This design comes from an exercise in tuning for small area, a short achievable clock period and few clock cycles per item on the open sky130 flow, not from production work. Only simulation tests tie the RTL to the original design; equivalence was not proved.

==> run a <==
==> flow/design.v (excerpt) <==
module morton_palette_unswizzle
#(
  parameter int MAX_SIDE_LOG2   = MAX_SIDE_LOG2_DEF,
  parameter int PALETTE_ENTRIES = PALETTE_ENTRIES_DEF
) (
  input  logic                 clk,
  input  logic                 rst,
  input  logic                 in_valid,
  output logic                 in_ready,
  input  mpu_pkg::in_item_t             in_data,
  output logic                 out_valid,
  input  logic                 out_ready,
  output mpu_pkg::out_item_t            out_data,
  input  logic                 cfg_we,
  input  logic [CFG_IDX_W-1:0] cfg_index,
  input  logic [SIDE_W-1:0]    cfg_data
);
clock: 5.5 ns
lec_check: 0
cap_margin: 20
core_margin: 2
core_utilization: 55
cts_cluster_diameter: 60
cts_cluster_size: 30
setup_slack_margin: 2.3
slew_margin: 20
synth_memory_max_bits: 16384
tns_end_percent: 10
run.sh (not shown) runs the stock make flow with config.mk's settings and CLKGATE_MAP_FILE= SYNTH_SCRIPT=/design/flow/synth_recipe.tcl, a recipe that flattens the netlist after the stock synthesis.
==> run b: changes against run a <==
--- a/flow/design.v
+++ b/flow/design.v
@@ -82,18 +82,21 @@
   logic             any_hit;
   logic [WBUF-1:0]  app_sel;      
   logic [WBUF-1:0]  first_free;
   logic [WBUF-1:0]  alloc;
   logic [WBUF-1:0]  wr_hit;
   logic [WBUF-1:0]  keep;
   logic [WBUF-1:0]  wb_valid_next;
   logic [WBUF-1:0]  at_station_next;
+  logic [WBUF-1:0]  stn_match;    
   logic [WBUF-1:0]  app_sel_next;
-  assign any_hit = |key_hit;
+  always_ff @(posedge clk) begin
+    any_hit <= |key_hit_next;
+  end
   logic found_free;
   always_comb begin
     found_free = 1'b0;
     for (int e = 0; e < WBUF; e++) begin
       first_free[e] = !wb_valid[e] && !found_free;
       found_free    = found_free || !wb_valid[e];
     end
   end
@@ -104,17 +107,17 @@
       keep[e]          = wb_valid[e] && (!app_sel[e] || wr_hit[e]);
       wb_valid_next[e] = keep[e] || alloc[e];
     end
   end
   logic found_app;
   always_comb begin
     found_app = 1'b0;
     for (int e = 0; e < WBUF; e++) begin
-      at_station_next[e] = keep[e] && (wb_slot[e][LW-1:0] == ~rot_next);
+      at_station_next[e] = keep[e] && stn_match[e];
       app_sel_next[e]    = at_station_next[e] && !found_app;
       found_app          = found_app || at_station_next[e];
     end
   end
   logic [WIDTH-1:0]  st_data;    
   logic [GROUPS-1:0] st_en;
   logic [WIDTH-1:0]  st_data_next;
   logic [GROUPS-1:0] st_en_next;
@@ -128,16 +131,21 @@
       for (int g = 0; g < GROUPS; g++) begin
         if (app_sel_next[e] && wb_slot[e][7:LW] == GW'(g)) begin
           st_en_next[g] = 1'b1;
         end
       end
     end
   end
   always_ff @(posedge clk) begin
+    for (int e = 0; e < WBUF; e++) begin
+      stn_match[e] <= (alloc[e] ? s1_key[LW-1:0] : wb_slot[e][LW-1:0]) == ~(rot_next + LW'(1));
+    end
+  end
+  always_ff @(posedge clk) begin
     wb_valid <= wb_valid_next;
     app_sel  <= app_sel_next;
     st_data  <= st_data_next;
     st_en    <= st_en_next;
     for (int e = 0; e < WBUF; e++) begin
       if (alloc[e]) begin
         wb_slot[e] <= s1_key;
       end
@@ -181,34 +189,45 @@
     for (int g = 0; g < GROUPS; g++) begin
       for (int p = 1; p < RING_LEN; p++) begin
         ring[g][p] <= ring[g][p-1];
       end
       ring[g][0] <= st_en[g] ? st_data : ring[g][RING_LEN-1];
     end
   end
   logic [GROUPS-1:0][WIDTH-1:0] ring_word;
-  logic [WIDTH-1:0]             ring_rd;
+  logic [QUADS-1:0][WIDTH-1:0]  quad_rd;
+  logic [QUADS-1:0][WIDTH-1:0]  s2_quad;
   logic [WIDTH-1:0]             wb_rd;
   always_comb begin
     for (int g = 0; g < GROUPS; g++) begin
       ring_word[g] = '0;
       for (int p = 0; p < RING_LEN; p++) begin
         ring_word[g] = ring_word[g] | (ring[g][p] & {WIDTH{s1_phot[g / GPQ][p]}});
       end
     end
-    ring_rd = '0;
-    for (int g = 0; g < GROUPS; g++) begin
-      ring_rd = ring_rd | (ring_word[g] & {WIDTH{s1_gsel[g % GPQ]}});
-    end
     wb_rd = '0;
     for (int e = 0; e < WBUF; e++) begin
       wb_rd = wb_rd | (wb_data[e] & {WIDTH{key_hit[e]}});
     end
-    rdata = ring_rd | wb_rd;
+    for (int q = 0; q < QUADS; q++) begin
+      quad_rd[q] = (q == 0) ? wb_rd : '0;
+      for (int g = q * GPQ; g < (q + 1) * GPQ; g++) begin
+        quad_rd[q] = quad_rd[q] | (ring_word[g] & {WIDTH{s1_gsel[g % GPQ]}});
+      end
+    end
+  end
+  always_ff @(posedge clk) begin
+    s2_quad <= quad_rd;
+  end
+  always_comb begin
+    rdata = '0;
+    for (int q = 0; q < QUADS; q++) begin
+      rdata = rdata | s2_quad[q];
+    end
   end
 endmodule
 import mpu_pkg::*;
 module mpu_addr_gen
 #(
   parameter int MAX_SIDE_LOG2 = MAX_SIDE_LOG2_DEF
 ) (
   input  logic              clk,
@@ -235,17 +254,18 @@
   always_ff @(posedge clk) begin
     if (rst) begin
       bl    <= SIDE_W'(MIN_SIDE_LOG2);
       wl_bl <= (SIDE_W+1)'(2 * MIN_SIDE_LOG2);
       wl_hl <= (SIDE_W+1)'(2 * MIN_SIDE_LOG2);
       mask  <= CNT_W'((1 << (2 * MIN_SIDE_LOG2)) - 1);
     end else begin
       bl    <= bl_d;
-      wl_bl <= {1'b0, geom_next.wl} + {1'b0, bl_d};
+      wl_bl <= (geom_next.wl > geom_next.hl) ? {1'b0, geom_next.wl} + {1'b0, geom_next.hl}
+                                             : {geom_next.wl, 1'b0};
       wl_hl <= {1'b0, geom_next.wl} + {1'b0, geom_next.hl};
       mask  <= mask_d;
     end
   end
   function automatic logic [ADDR_W-1:0] zaddr(input logic [CNT_W-1:0] c,
                                                input logic [SIDE_W-1:0] wl,
                                                input logic [SIDE_W-1:0] hl,
                                                input logic [SIDE_W-1:0] b,
@@ -338,17 +358,17 @@
   input  logic [SIDE_W-1:0]    cfg_data
 );
   localparam int QDEPTH = 4;
   logic [SIDE_W-1:0] width_log2;
   logic [SIDE_W-1:0] height_log2;
   logic [SIDE_W-1:0] cfg_clamped;
   logic              cfg_we_q;
   logic [CFG_IDX_W-1:0] cfg_index_q;
-  logic [SIDE_W-1:0] cfg_data_q;
+  logic [SIDE_W-1:0] cfg_data_q;    
   mpu_pkg::geom_t    geom;
   mpu_pkg::geom_t    geom_next;
   logic              in_fire;
   logic              pixel_fire;
   logic              load_fire;
   logic [RGBA_W-1:0] pal_rdata;
   logic              wbuf_ok;
   logic              s1_pixel;
@@ -358,39 +378,39 @@
   logic              pop;
   logic [QDEPTH-1:0] q_occ;
   logic [QDEPTH-1:0] q_occ_next;
   logic [QDEPTH-1:0] q_push_here;
   logic [QDEPTH-1:0] q_below;
   logic [QDEPTH-1:0] q_above;
   logic              owed_ok;
   logic [QDEPTH-1:0][RGBA_W-1:0] q_data;
-  always_ff @(posedge clk) begin
-    cfg_we_q    <= cfg_we && !rst;
-    cfg_index_q <= cfg_index;
-    cfg_data_q  <= cfg_data;
-  end
   always_comb begin
-    cfg_clamped = cfg_data_q;
-    if (cfg_data_q < SIDE_W'(MIN_SIDE_LOG2)) begin
+    cfg_clamped = cfg_data;
+    if (cfg_data < SIDE_W'(MIN_SIDE_LOG2)) begin
       cfg_clamped = SIDE_W'(MIN_SIDE_LOG2);
-    end else if (cfg_data_q > SIDE_W'(MAX_SIDE_LOG2)) begin
+    end else if (cfg_data > SIDE_W'(MAX_SIDE_LOG2)) begin
       cfg_clamped = SIDE_W'(MAX_SIDE_LOG2);
     end
   end
+  always_ff @(posedge clk) begin
+    cfg_we_q    <= cfg_we && !rst;
+    cfg_index_q <= cfg_index;
+    cfg_data_q  <= cfg_clamped;
+  end
   always_comb begin
     geom_next.wl = width_log2;
     geom_next.hl = height_log2;
     if (cfg_we_q) begin
       case (cfg_index_q)
         CFG_WIDTH_LOG2: begin
-          geom_next.wl = cfg_clamped;
+          geom_next.wl = cfg_data_q;
         end
         CFG_HEIGHT_LOG2: begin
-          geom_next.hl = cfg_clamped;
+          geom_next.hl = cfg_data_q;
         end
         default: begin
         end
       endcase
     end
   end
   always_ff @(posedge clk) begin
     if (rst) begin
@@ -419,18 +439,18 @@
     .acc_index(in_data.pixel_index),
     .acc_wdata(in_data.entry_rgba),
     .rdata    (pal_rdata),
     .wbuf_ok  (wbuf_ok)
   );
   always_ff @(posedge clk) begin
     s1_pixel <= pixel_fire;
     s2_pixel <= s1_pixel && !rst;
-    s2_data  <= pal_rdata;
   end
+  assign s2_data = pal_rdata;
   assign push = s2_pixel && !rst;
   assign pop  = out_valid && out_ready;
   assign q_below = {q_occ[QDEPTH-2:0], 1'b1};   
   assign q_above = {1'b0, q_occ[QDEPTH-1:1]};   
   always_comb begin
     for (int i = 0; i < QDEPTH; i++) begin
       q_push_here[i] = push && (pop ? (q_occ[i] && !q_above[i]) : (q_below[i] && !q_occ[i]));
       q_occ_next[i]  = pop ? (push ? q_occ[i] : q_above[i]) : (push ? q_below[i] : q_occ[i]);
==> flow/flow/run.sh (new file) <==
#!/bin/bash
set -euo pipefail
export BUFFER_PORTS_ARGS="-buffer_cell sky130_fd_sc_hd__buf_2"
export CTS_ARGS="-sink_clustering_enable -repair_clock_nets -sink_clustering_size 30 -sink_clustering_max_diameter 60 -dont_use_dummy_load"
bash standard.sh > standard.log 2>&1
==> flow/standard.sh (new file) <==
#!/bin/bash
# synth_recipe.tcl (not shown) runs the flow's synth.tcl, then flattens the netlist and writes it again
# the make line also repeats each setting of config.mk as NAME=value (left out here)
make -C /OpenROAD-flow-scripts/flow DESIGN_CONFIG=/design/flow/config.mk WORK_HOME=/design/flow/orfs CLKGATE_MAP_FILE= SYNTH_SCRIPT=/design/flow/synth_recipe.tcl "${@:-finish}"
- SETUP_SLACK_MARGIN: 2.3 -> 2.6
- TNS_END_PERCENT: 10 -> 100
removed: flow/run.sh
==> summary.txt <==
- In run b the non-clock buffer count is lower than in run a, by 297.
- Between run b and run a, the lower utilization is in run b (gap 2.9 points).
- In run b the synthesized cell count is higher than in run a, by about 6%.
- Clock-buffer cell count: run b is lower than run a (94).
- Against run b, the final cell count of run a is smaller by 1.5%.
- Between run a and run b, the lower cell area is in run b (gap about 3.4%, measured against run b).
- Hold slack: run b is worse than run a (0.26 ns).
- Run a completed without violations. Run b produced a clean layout.
Testbench counts of run a, summed over its fixed seeds: cycles 128,491, items 128,000.
Testbench counts of run b, summed over its fixed seeds: cycles 128,491, items 128,000.

==> what the ideal ports hide <==
In the flow no input, the clock included, has a driving cell. The finished layouts below were timed again as built, in two steps. Step 1 assumes that a clkbuf_16 drives the clock port and a buf_2 every other input. Step 2 moves the port delays by t, midway between the first and last clock arrival at a register: inputs arrive t later, outputs are due t later. That takes back most of the time a late clock gives input paths. Three values: no drivers, after step 1, after step 2; two values: the first two.
run	t (ns)	slack for setup (ns)	hold WS [ns]	slew at the worst register clock pin (ns)
run a	1.272	1.772 / 1.772 / 1.339	0.314 / 0.222 / 0.314	0.11 / 0.11
run b	1.219	2.334 / 2.334 / 1.423	0.054 / -0.027 / 0.284	0.11 / 0.11
After both steps setup and hold are still met in every run listed. The setup slack of run b, which loses most, moves by 0.000 ns with the drivers and by -0.911 ns with both steps.
